Source: an optimization exercise on an open RTL-to-GDS flow (aim: small area, a short achievable clock period and few clock cycles). Production flows keep margins and buffers that such runs may drop.
For this run, only the layout was checked, not whether the RTL still works.

==> flow/design.v <==
package ssp_pkg;
	localparam int STEP_W  = 10;
	localparam int CAP_W   = 16;
	localparam int CNT16_W = 16;
	localparam int ACC_W   = 17;
	localparam int SLOT_W  = 32;
	localparam int PEND_W  = 5;
	localparam int X_W     = 13;    
	localparam int P_W     = 22;    
	localparam int Q_W     = 18;    
	localparam int DV_W    = 18;    
	localparam int L_W     = 17;    
	localparam int J_N     = 17;    
	localparam int IN_W    = 80;
	localparam int OUT_W   = 72;
	localparam int APB_AW  = 3;
	localparam logic [1:0] OP_TICK  = 2'd0;
	localparam logic [1:0] OP_RAISE = 2'd1;
	localparam logic [1:0] OP_SKIP  = 2'd2;
	localparam logic [1:0] OP_NOP   = 2'd3;
	localparam logic REG_STEP_MS  = 1'b0;
	localparam logic REG_DIFF_CAP = 1'b1;
	localparam logic [STEP_W-1:0] STEP_MS_RST  = 10'd120;
	localparam logic [CAP_W-1:0]  DIFF_CAP_RST = 16'd60000;
	function automatic logic [3:0] tier_m(input logic [CNT16_W-1:0] count);
		if (count <= 16'd1500)      tier_m = 4'd2;
		else if (count <= 16'd2500) tier_m = 4'd3;
		else if (count <= 16'd2750) tier_m = 4'd4;
		else if (count <= 16'd3000) tier_m = 4'd6;
		else if (count <= 16'd3250) tier_m = 4'd7;
		else                        tier_m = 4'd8;
	endfunction
	function automatic logic [4:0] bit_len22(input logic [21:0] v);
		bit_len22 = 5'd0;
		for (int i = 0; i < 22; i++) begin
			if (v[i]) bit_len22 = 5'(i + 1);
		end
	endfunction
endpackage
module ssp_div (
	input  logic [ssp_pkg::CNT16_W-1:0]     rem_in,
	input  logic [1:0]                      bits,
	input  logic [ssp_pkg::CNT16_W-1:0]     divisor,
	input  logic [ssp_pkg::CNT16_W+1:0]     divisor3,
	output logic [1:0]                      digit,
	output logic [ssp_pkg::CNT16_W-1:0]     rem_out
);
	localparam int W = ssp_pkg::CNT16_W;
	logic [W+1:0] sh;
	logic [W+2:0] d1, d2, d3;
	assign sh = {rem_in, bits};
	assign d1 = {1'b0, sh} - {3'b000, divisor};
	assign d2 = {1'b0, sh} - {2'b00, divisor, 1'b0};
	assign d3 = {1'b0, sh} - {1'b0, divisor3};
	always_comb begin
		if (!d3[W+2]) begin
			digit   = 2'd3;
			rem_out = d3[W-1:0];
		end else if (!d2[W+2]) begin
			digit   = 2'd2;
			rem_out = d2[W-1:0];
		end else if (!d1[W+2]) begin
			digit   = 2'd1;
			rem_out = d1[W-1:0];
		end else begin
			digit   = 2'd0;
			rem_out = sh[W-1:0];
		end
	end
endmodule
module ssp_queue #(
	parameter int DEPTH = 16
) (
	input  logic                          clk,
	input  logic                          arst_n,
	input  logic                          push,
	input  logic                          pop,
	input  logic                          clear,
	input  logic [ssp_pkg::SLOT_W-1:0]    push_data,
	output logic [ssp_pkg::SLOT_W-1:0]    head_data,
	output logic [$clog2(DEPTH+1)-1:0]    count,
	output logic                          empty,
	output logic                          full
);
	localparam int IDX_W = $clog2(DEPTH);
	localparam int CNT_W = $clog2(DEPTH + 1);
	logic [ssp_pkg::SLOT_W-1:0] mem_q [DEPTH];
	logic [IDX_W-1:0]           head_q;
	logic [CNT_W-1:0]           count_q;
	logic [IDX_W-1:0]           tail;
	assign tail = head_q + count_q[IDX_W-1:0];
	always_ff @(posedge clk or negedge arst_n) begin
		if (!arst_n) begin
			head_q  <= '0;
			count_q <= '0;
		end else if (clear) begin
			head_q  <= '0;
			count_q <= '0;
		end else if (push) begin
			count_q <= count_q + 1'b1;
		end else if (pop) begin
			head_q  <= head_q + 1'b1;
			count_q <= count_q - 1'b1;
		end
	end
	always_ff @(posedge clk) begin
		if (push) begin
			mem_q[tail] <= push_data;
		end
	end
	assign head_data = mem_q[head_q];
	assign count     = count_q;
	assign empty     = (count_q == '0);
	assign full      = count_q[CNT_W-1];
endmodule
module save_slot_pacer_top #(
	parameter int SKIP_DEPTH = 16
) (
	input  logic                         clk,
	input  logic                         arst_n,
	input  logic                         psel,
	input  logic                         penable,
	input  logic                         pwrite,
	input  logic [ssp_pkg::APB_AW-1:0]   paddr,
	input  logic [31:0]                  pwdata,
	output logic [31:0]                  prdata,
	output logic                         pready,
	input  logic                         s_tvalid,
	output logic                         s_tready,
	input  logic [ssp_pkg::IN_W-1:0]     s_tdata,
	input  logic [1:0]                   s_tuser,
	output logic                         m_tvalid,
	input  logic                         m_tready,
	output logic [ssp_pkg::OUT_W-1:0]    m_tdata
);
	localparam int CNT_W  = $clog2(SKIP_DEPTH + 1);
	localparam int SLOT_W = ssp_pkg::SLOT_W;
	localparam int ACC_W  = ssp_pkg::ACC_W;
	localparam int CW     = ssp_pkg::CNT16_W;
	localparam int X_W    = ssp_pkg::X_W;
	localparam int P_W    = ssp_pkg::P_W;
	localparam int L_W    = ssp_pkg::L_W;
	localparam int J_N    = ssp_pkg::J_N;
	localparam int QW     = 20;                
	localparam logic [2:0] ST_IDLE  = 3'd0;
	localparam logic [2:0] ST_SETUP = 3'd1;
	localparam logic [2:0] ST_DIV   = 3'd2;
	localparam logic [2:0] ST_LOOP  = 3'd3;
	localparam logic [2:0] ST_CHECK = 3'd4;
	localparam logic [2:0] ST_FIN   = 3'd5;
	logic [2:0]                    st_q;
	logic [ssp_pkg::STEP_W-1:0]    step_ms_q;
	logic [ssp_pkg::CAP_W-1:0]     diff_cap_q;
	logic [SLOT_W-1:0]             ctr_q;
	logic [SLOT_W-1:0]             ceil_q;
	logic [ACC_W-1:0]              acc_q;
	logic                          mv_q;
	logic                          dropped_q;
	logic [CW-1:0]                 cl_q;       
	logic [CW+1:0]                 cl3_q;      
	logic [QW-1:0]                 dv_q;       
	logic [CW-1:0]                 rem_q;      
	logic [QW-1:0]                 quo_q;      
	logic [3:0]                    k_q;        
	logic [L_W-1:0]                lc_q;       
	logic [L_W-1:0]                lh_q;       
	logic                          first_q;    
	logic cfg_wr;
	assign pready = 1'b1;
	assign cfg_wr = psel & penable & pwrite;
	always_comb begin
		case (paddr[2])
			ssp_pkg::REG_STEP_MS:  prdata = 32'(step_ms_q);
			ssp_pkg::REG_DIFF_CAP: prdata = 32'(diff_cap_q);
			default:               prdata = '0;
		endcase
	end
	always_ff @(posedge clk or negedge arst_n) begin
		if (!arst_n) begin
			step_ms_q  <= ssp_pkg::STEP_MS_RST;
			diff_cap_q <= ssp_pkg::DIFF_CAP_RST;
		end else if (cfg_wr) begin
			case (paddr[2])
				ssp_pkg::REG_STEP_MS:  step_ms_q  <= pwdata[ssp_pkg::STEP_W-1:0];
				ssp_pkg::REG_DIFF_CAP: diff_cap_q <= pwdata[ssp_pkg::CAP_W-1:0];
				default: ;
			endcase
		end
	end
	logic              q_push, q_pop, q_clear, q_empty, q_full;
	logic [SLOT_W-1:0] head;
	logic [CNT_W-1:0]  q_cnt;
	ssp_queue #(
		.DEPTH (SKIP_DEPTH)
	) u_queue (
		.clk       (clk),
		.arst_n    (arst_n),
		.push      (q_push),
		.pop       (q_pop),
		.clear     (q_clear),
		.push_data (s_tdata[79:48]),
		.head_data (head),
		.count     (q_cnt),
		.empty     (q_empty),
		.full      (q_full)
	);
	logic [1:0]        op;
	logic [15:0]       in_el, in_cl, in_amt;
	logic              gt, fire, fin_now, is_tick, t_clear, t_long;
	logic [ACC_W:0]    acc_sum;
	logic [X_W-1:0]    x_in;
	logic [X_W-1:0]    step3, step7;
	assign op     = s_tuser;
	assign in_el  = s_tdata[15:0];
	assign in_cl  = s_tdata[31:16];
	assign in_amt = s_tdata[47:32];
	assign gt      = ceil_q > ctr_q;
	assign is_tick = (op == ssp_pkg::OP_TICK);
	assign t_clear = is_tick & gt & (in_cl == '0);
	assign t_long  = is_tick & gt & (in_cl != '0);
	assign s_tready = ((st_q == ST_IDLE) & (~mv_q | m_tready)) | (fin_now & m_tready);
	assign fire     = s_tvalid & s_tready;
	assign m_tvalid = mv_q | fin_now;
	assign q_push  = fire & (op == ssp_pkg::OP_SKIP) & ~q_full;
	assign q_clear = fire & t_clear;
	assign acc_sum = {1'b0, acc_q} + (ACC_W + 1)'(in_el);
	assign step3 = X_W'(step_ms_q) + X_W'({step_ms_q, 1'b0});
	assign step7 = X_W'({step_ms_q, 3'b000}) - X_W'(step_ms_q);
	always_comb begin
		case (ssp_pkg::tier_m(in_cl))
			4'd2:    x_in = X_W'({step_ms_q, 1'b0});
			4'd3:    x_in = step3;
			4'd4:    x_in = X_W'({step_ms_q, 2'b00});
			4'd6:    x_in = X_W'({step3, 1'b0});
			4'd7:    x_in = step7;
			default: x_in = X_W'({step_ms_q, 3'b000});
		endcase
	end
	logic [SLOT_W-1:0] diff;         
	logic [CW:0]       allow;
	logic              clamp;
	logic [P_W-1:0]    prod;
	logic [4:0]        len_x, len_c, len_a;
	logic signed [6:0] e_ub;
	logic              skip_div;
	logic [3:0]        steps;
	logic [CW-1:0]     rem0;
	logic [QW-1:0]     dv0;
	logic [SLOT_W:0]   head_gap;     
	logic              head_le;      
	logic [L_W-1:0]    lh_new, lc_chk;
	assign diff  = ceil_q - ctr_q;
	assign allow = (CW + 1)'(cl_q) + (CW + 1)'(q_cnt);
	assign clamp = diff > SLOT_W'(allow);
	assign prod  = P_W'(dv_q[X_W-1:0]) * P_W'(500);
	assign len_x = ssp_pkg::bit_len22(22'(dv_q[X_W-1:0]));
	assign len_c = ssp_pkg::bit_len22(22'(cl_q));
	assign len_a = ssp_pkg::bit_len22(22'(acc_q));
	assign e_ub     = 7'(len_x) - 7'(len_c) + 7'sd10;
	assign skip_div = (len_x != '0) && (e_ub - 7'sd3 >= $signed({2'b00, len_a}));
	assign steps    = (e_ub <= 7'sd0) ? 4'd0 : 4'((e_ub + 7'sd1) >>> 1);
	always_comb begin
		rem0 = '0;
		dv0  = '0;
		for (int s = 0; s <= 10; s++) begin
			if (steps == 4'(s)) begin
				rem0 = CW'(prod >> (2 * s));
				dv0  = QW'({prod, 20'b0} >> (2 * s));
			end
		end
	end
	assign head_gap = {1'b0, head} - {1'b0, ctr_q} - 33'd1;
	assign head_le  = head <= ctr_q;
	assign lh_new   = q_empty ? '1 :
	                  head_le ? '0 :
	                  (|head_gap[SLOT_W:L_W]) ? '1 : head_gap[L_W-1:0];
	assign lc_chk   = (|diff[SLOT_W-1:L_W]) ? '1 : diff[L_W-1:0];
	logic [1:0]    digit;
	logic [CW-1:0] rem_nx;
	logic [QW-1:0] quo_nx;
	ssp_div u_div (
		.rem_in   (rem_q),
		.bits     (dv_q[QW-1:QW-2]),
		.divisor  (cl_q),
		.divisor3 (cl3_q),
		.digit    (digit),
		.rem_out  (rem_nx)
	);
	always_comb begin
		quo_nx = {quo_q[QW-3:0], digit};
		if ((k_q == 4'd1) && (quo_q[QW-3:0] == '0) && (digit[1] == 1'b0)) begin
			quo_nx[0] = 1'b1;
		end
	end
	logic              i_big;
	logic [J_N-1:0]    ge, lim, ok, oh;
	logic [ACC_W:0]    dj [J_N];
	logic [ACC_W-1:0]  chunk_acc;
	logic [ACC_W-1:0]  one_acc;      
	logic [J_N-1:0]    n_adv;
	logic              single;
	assign i_big = |quo_q[QW-1:ACC_W];
	always_comb begin
		for (int j = 0; j < J_N; j++) begin
			logic [2*ACC_W-1:0] ish;
			ish   = (2 * ACC_W)'(quo_q[ACC_W-1:0]) << j;
			dj[j] = {1'b0, acc_q} - {1'b0, ish[ACC_W-1:0]};
			ge[j] = ~i_big & ~(|ish[2*ACC_W-1:ACC_W]) & ~dj[j][ACC_W];
			lim[j] = (|(lc_q >> j)) & (|(lh_q >> j));
		end
	end
	assign ok = ge & lim;
	assign oh = ok & ~(ok >> 1);
	always_comb begin
		chunk_acc = '0;
		for (int j = 0; j < J_N; j++) begin
			chunk_acc = chunk_acc | ({ACC_W{oh[j]}} & dj[j][ACC_W-1:0]);
		end
	end
	assign one_acc = (first_q && (dj[0][ACC_W-1:0] > ACC_W'(diff_cap_q))) ? ACC_W'(diff_cap_q)
	                                                                    : dj[0][ACC_W-1:0];
	assign single  = first_q | ~lim[0];
	assign n_adv   = single ? J_N'(1) : oh;
	logic pop_c, stop_c;
	assign pop_c  = ~q_empty & head_le;
	assign stop_c = ctr_q > ceil_q;
	assign q_pop  = (st_q == ST_CHECK) & pop_c;
	assign fin_now = ((st_q == ST_LOOP) & ~ge[0]) | (st_q == ST_FIN);
	always_ff @(posedge clk or negedge arst_n) begin
		if (!arst_n) begin
			st_q   <= ST_IDLE;
			ctr_q  <= '0;
			ceil_q <= '0;
			acc_q  <= '0;
			mv_q   <= 1'b0;
		end else begin
			mv_q <= fire ? ~t_long : (mv_q & ~m_tready);
			if (fire) begin
				st_q <= t_long ? ST_SETUP : ST_IDLE;
				if (op == ssp_pkg::OP_RAISE) begin
					ceil_q <= ceil_q + SLOT_W'(in_amt);
				end
				if (t_clear) begin
					ctr_q  <= '0;
					ceil_q <= '0;
					acc_q  <= '0;
				end
				if (t_long) begin
					acc_q <= acc_sum[ACC_W] ? '1 : acc_sum[ACC_W-1:0];
				end
			end else if (fin_now) begin
				if (m_tready) begin
					st_q <= ST_IDLE;
				end
			end else begin
				case (st_q)
					ST_SETUP: begin
						if (clamp) begin
							ceil_q <= ctr_q + SLOT_W'(allow);
						end
						st_q <= (skip_div || steps == 4'd0) ? ST_LOOP : ST_DIV;
					end
					ST_DIV: begin
						if (k_q == 4'd1) begin
							st_q <= ST_LOOP;
						end
					end
					ST_LOOP: begin
						ctr_q <= ctr_q + SLOT_W'(n_adv);
						acc_q <= single ? one_acc : chunk_acc;
						if (!lim[0]) begin
							st_q <= ST_CHECK;
						end
					end
					ST_CHECK: begin
						if (pop_c) begin
							ctr_q <= ctr_q + 1'b1;
						end else if (stop_c) begin
							acc_q <= '0;
							st_q  <= ST_FIN;
						end else begin
							st_q <= ST_LOOP;
						end
					end
					default: begin
						st_q <= ST_IDLE;
					end
				endcase
			end
		end
	end
	always_ff @(posedge clk) begin
		if (fire) begin
			dropped_q <= (op == ssp_pkg::OP_SKIP) & q_full;
			cl_q      <= in_cl;
			dv_q      <= QW'(x_in);
		end else if (!fin_now) begin
			case (st_q)
				ST_SETUP: begin
					cl3_q   <= (CW + 2)'(cl_q) + (CW + 2)'({cl_q, 1'b0});
					rem_q   <= rem0;
					dv_q    <= dv0;
					k_q     <= steps;
					quo_q   <= skip_div ? '1 : (steps == 4'd0) ? QW'(1) : '0;
					first_q <= 1'b1;
					lc_q    <= clamp ? L_W'(allow) : diff[L_W-1:0];
					lh_q    <= lh_new;
				end
				ST_DIV: begin
					rem_q <= rem_nx;
					dv_q  <= {dv_q[QW-3:0], 2'b00};
					quo_q <= quo_nx;
					k_q   <= k_q - 1'b1;
				end
				ST_LOOP: begin
					first_q <= 1'b0;
					lc_q    <= lc_q - L_W'(n_adv);
					lh_q    <= lh_q - L_W'(n_adv);
				end
				ST_CHECK: begin
					lc_q <= lc_chk;
					lh_q <= lh_new;
				end
				default: ;
			endcase
		end
	end
	assign m_tdata = {2'b00, dropped_q, ssp_pkg::PEND_W'(q_cnt), ceil_q, ctr_q};
endmodule
==> flow/run.sh <==
#!/bin/bash
# synth_recipe.tcl (not shown) runs the flow's synth.tcl, then flattens the netlist and writes it again
# the make line also repeats each setting of config.mk as NAME=value (left out here)
make -C /OpenROAD-flow-scripts/flow DESIGN_CONFIG=/design/flow/config.mk WORK_HOME=/design/flow/orfs CLKGATE_MAP_FILE= SYNTH_SCRIPT=/design/flow/synth_recipe.tcl finish
==> flow/config.mk <==
export PLATFORM = sky130hd
export DESIGN_NAME = save_slot_pacer_top
export DESIGN_NICKNAME = save_slot_pacer_top
export VERILOG_FILES = /design/flow/design.v
export SDC_FILE = /design/flow/constraint.sdc
export NUM_CORES = 4
export LEC_CHECK = 0
export CAP_MARGIN = 20
export CORE_MARGIN = 2
export CORE_UTILIZATION = 40
export SLEW_MARGIN = 20
==> flow/constraint.sdc <==
create_clock -name core_clock -period 8.0 [get_ports {clk}]
set_input_delay 1.6000 -clock core_clock [delete_from_list [all_inputs] [get_ports {clk}]]
set_output_delay 1.6000 -clock core_clock [all_outputs]
set_load 0.01 [all_outputs]
==> summary.txt <==
[cell usage after synthesis (18+ instances only)]
cell type  count  area (sq um)
and3_1        39           244
o2111ai_1     19           166
a221o_1       22           220
or3_1         61           382
nand2_1      376          1410
o21ai_1       25           125
a21boi_0      21           158
ha_1         517          6470
dfrtp_1      109          2730
mux2i_1      139          1390
nor3_1       127           636
o211ai_1      70           526
nor2b_1       65           407
mux4_2        66          1490
a221oi_1      84           736
buf_4         23           173
clkbuf_1     152           571
nor4_1        39           244
a211oi_1      69           518
mux2_2        56           631
o21a_1        89           668
a21oi_1      393          1970
nand2b_1      62           388
buf_2         18          90.1
xor2_1       116          1020
o31ai_1       31           233
nand3_1      144           721
o22ai_1       36           225
a31oi_1       38           238
inv_1        346          1300
a21o_1       118           886
nor2_1       409          1540
xnor2_1      230          2010
a22oi_1       71           533
nand4_1       48           300
buf_1         18          67.6
o41ai_1       19           166
and2_1        30           188
o21ai_0      391          1960
fa_1          75          1500
o221ai_1      33           289
o21bai_1      45           338
edfxtp_1     635         19100
[kinds of logic (layout without fill, tap and decap cells)]
logic type / count (synthesis) / count (layout) / synth area share (%)
other: 2 / 22 / 0.0129
flip-flops: 762 / 762 / 38.1
XOR/XNOR: 348 / 348 / 5.27
adder cells (fa/ha/maj): 592 / 592 / 13.7
buffers and inverters: 562 / 805 / 3.86
AND/OR/NAND/NOR: 1496 / 1496 / 12.5
multiplexers: 261 / 261 / 6.02
AO/OA/AOI/OAI: 1782 / 1782 / 20.5
[area by class of cell]
| cell class | instances | area [sq um] |
|---|---|---|
| antenna | 3 | 7.51 |
| clock buffer | 100 | 2170 |
| clock inverter | 55 | 747 |
| fill | 13612 | 79400 |
| inverter | 347 | 1300 |
| multi-input combinational | 4498 | 34000 |
| sequential | 762 | 22200 |
| tap | 1917 | 2400 |
| timing repair buffer | 303 | 2780 |
[state kept, by name (all words and copies together) (netlist names)]
| name | count |
|---|---|
| u_queue.head_q | 4 |
| k_q | 4 |
| ceil_q | 32 |
| rem_q | 16 |
| u_queue.mem_q | 512 |
| u_queue.count_q | 5 |
| mv_q | 1 |
| cl_q | 16 |
| dropped_q | 1 |
| lh_q | 17 |
| lc_q | 17 |
| cl3_q | 18 |
| st_q | 3 |
| ctr_q | 32 |
| quo_q | 20 |
| dv_q | 20 |
| acc_q | 17 |
| step_ms_q | 10 |
| first_q | 1 |
| diff_cap_q | 16 |
[worst paths after layout]
| check | startpoint | endpoint | depth (start not counted) |
|---|---|---|---|
| min in group asynchronous | arst_n | acc_q[6] | 1 |
| max | quo_q[0] | ctr_q[31] | 24 |
| max in group asynchronous | arst_n | u_queue.head_q[1] | 2 |
| min reg2reg | dv_q[15] | dv_q[15] | 2 |
| max reg2reg | quo_q[0] | ctr_q[31] | 24 |
| min | dv_q[15] | dv_q[15] | 2 |
[worst max-delay path: stages, from the launching register on]
cell	delay, ps
edfxtp_1	770
ha_1	410
inv_1	90
fa_1	230
a211oi_1	110
o21ai_0	300
a2111oi_0	150
a211o_1	310
o311a_1	380
a31o_2	250
nor2_1	350
nand2_1	320
nor2_1	330
ha_1	280
a21o_1	180
a21oi_1	250
o21ai_0	180
o41ai_1	750
o21bai_1	210
o21a_1	260
a211oi_1	290
a21oi_1	210
o21ai_1	330
o21ai_0	160
a21oi_1	140
[layout by cell type, fill, tap and decap left out, types with 28 or more instances in the layout]
| master | synthesis | layout |
|---|---|---|
| mux2_2 | 56 | 56 |
| a221oi_1 | 84 | 84 |
| clkbuf_16 | 0 | 84 |
| o211ai_1 | 70 | 70 |
| nor4_1 | 39 | 39 |
| buf_4 | 23 | 108 |
| o21bai_1 | 45 | 45 |
| a21o_1 | 118 | 118 |
| xor2_1 | 116 | 116 |
| a22oi_1 | 71 | 71 |
| nand2b_1 | 62 | 62 |
| mux4_2 | 66 | 66 |
| nand2_1 | 376 | 376 |
| nor2_1 | 409 | 390 |
| edfxtp_1 | 635 | 635 |
| o221ai_1 | 33 | 33 |
| o21a_1 | 89 | 89 |
| o31ai_1 | 31 | 31 |
| xnor2_1 | 230 | 230 |
| nor2b_1 | 65 | 64 |
| dfrtp_1 | 109 | 106 |
| a31oi_1 | 38 | 37 |
| o22ai_1 | 36 | 36 |
| ha_1 | 517 | 517 |
| inv_1 | 346 | 346 |
| or3_1 | 61 | 61 |
| fa_1 | 75 | 75 |
| mux2i_1 | 139 | 139 |
| a21oi_1 | 393 | 393 |
| nand3_1 | 144 | 144 |
| and3_1 | 39 | 39 |
| and2_1 | 30 | 28 |
| nor3_1 | 127 | 125 |
| nand4_1 | 48 | 48 |
| a211oi_1 | 69 | 68 |
| o21ai_0 | 391 | 391 |
| clkdlybuf4s50_1 | 0 | 192 |
[per-layer routing]
layer  global-route usage (%)  part of all wire, %
met5                        0                0.035
met4                     8.18                  3.3
met3                     4.07                  6.3
met2                     42.9                   48
met1                     32.4                   42
[through the flow]
step	setup slack (ps)	cells
CTS	929	7982
global placement	1050	7827
detailed placement	970	7827
floorplan	1710	5822
finish	674	7985
global route	207	7982
==> impl_metrics.json <==
{
  "wl_per_cell_um": 23.8,
  "finalSetupTns_ps": 0,
  "io_pins": 231,
  "grt_overflow_total": 0,
  "coreArea_sq_um": 145000,
  "cp_data_arrival_time_ps": 7940,
  "outcome": "timing/DRC/antenna clean",
  "grt_pass1_vias": 46822,
  "rsz0062_at_grt": "false",
  "die_h_um": 386,
  "insertion_delay_ps": 760,
  "vias": 48213,
  "drv_slew": 0,
  "area_growth_pct": 12.7,
  "drv_cap": 0,
  "cts_root_buf": "clkbuf_16",
  "htree_levels": 3,
  "clockBufferDepth": 3,
  "yosysUniqueCellTypes": 111,
  "fin_crit_ps": 7330,
  "worstSetupStartpointType": "flop",
  "relSlewSlack_pct": 23.9,
  "clock.fmax_mhz": 137,
  "placed_cell_area_sq_um": 62700,
  "gr-usage-all-layers_pct": 25.1,
  "async_flop_share_pct": 15.7,
  "path_clk_slew_ps": 60,
  "syn_inst": 5805,
  "ys_ff_latch": 762,
  "rrSetupSlack_ps": 670,
  "synth_edf_count": 635,
  "finalSetupViolations": 0,
  "num_rows": 140,
  "worst_pin_slew_ps": 1130,
  "critPathCaptureType": "flop",
  "dieArea_sq_um": 149000,
  "finish.utilization_pct": 45.3,
  "final_net_count": 6712,
  "antenna_found_initial": 6,
  "period_share_pct": 91.6,
  "ys_seq_area_share_pct": 38.1,
  "die_w_um": 386,
  "numCtsBuffers": 84,
  "cts_num_sinks": 762,
  "route.detailed.drc": 0,
  "drive_gt1_share_pct": 8.03,
  "start_util_pct": 40.2,
  "postRouteAntennaNets": 0,
  "fin_area_sq_um": 65700,
  "place.gp.congestion": 0.968,
  "path_max_fanout": 13,
  "yosys_warnings": 4,
  "cts_tree": "done",
  "drt-pass1-iter-count": 6,
  "grt_pass1_wl_um": 287000,
  "cts_setup_buffers": 0,
  "synth_area_sq_um": 58300,
  "cts_hold_buf": 0,
  "clock_skew_ps": 95.0,
  "worstSetupPathType": "reg2reg",
  "crit_required_ps": 8610,
  "first_iter_violations": 4068,
  "yosys_most_used_dff": "edfxtp_1",
  "grt_max_degree": 67,
  "worst_hold_slack_ps": 483,
  "min_path_type": "reg2reg",
  "drt_wl_total_um": 190000,
  "hold_violations": 0,
  "viasPerCell": 6.04,
  "post_cts_resized": 0,
  "detailed_place_hpwl_um": 143000,
  "io_buffers": 193,
  "synth_area_per_cell_sq_um": 10.0
}

[re-timing with driven ports]
In the flow no input, the clock included, has a driving cell. The finished layout below was timed again as built, in two steps. Step 1, drivers: a clkbuf_16 drives clk and a buf_2 each remaining input, both assumed. Step 2 also shifts input and output timing later by t, the mid clock arrival at the registers, as if the neighbouring blocks saw the same clock. a / b / c = ideal / step 1 / step 2; a / b = the first two.
t (ns): 0.785
setup WS [ns]: 0.674 / 0.674 / 0.674
hold slack, ns: 0.483 / 0.483 / 0.483
slew at the worst register clock pin (ns): 0.07 / 0.07
worst data-port slew with drivers (ns): 0.21
After both steps setup and hold are still met in this run. For this run, drivers alone change the setup slack by 0.000 ns; drivers and shift together by 0.000 ns.
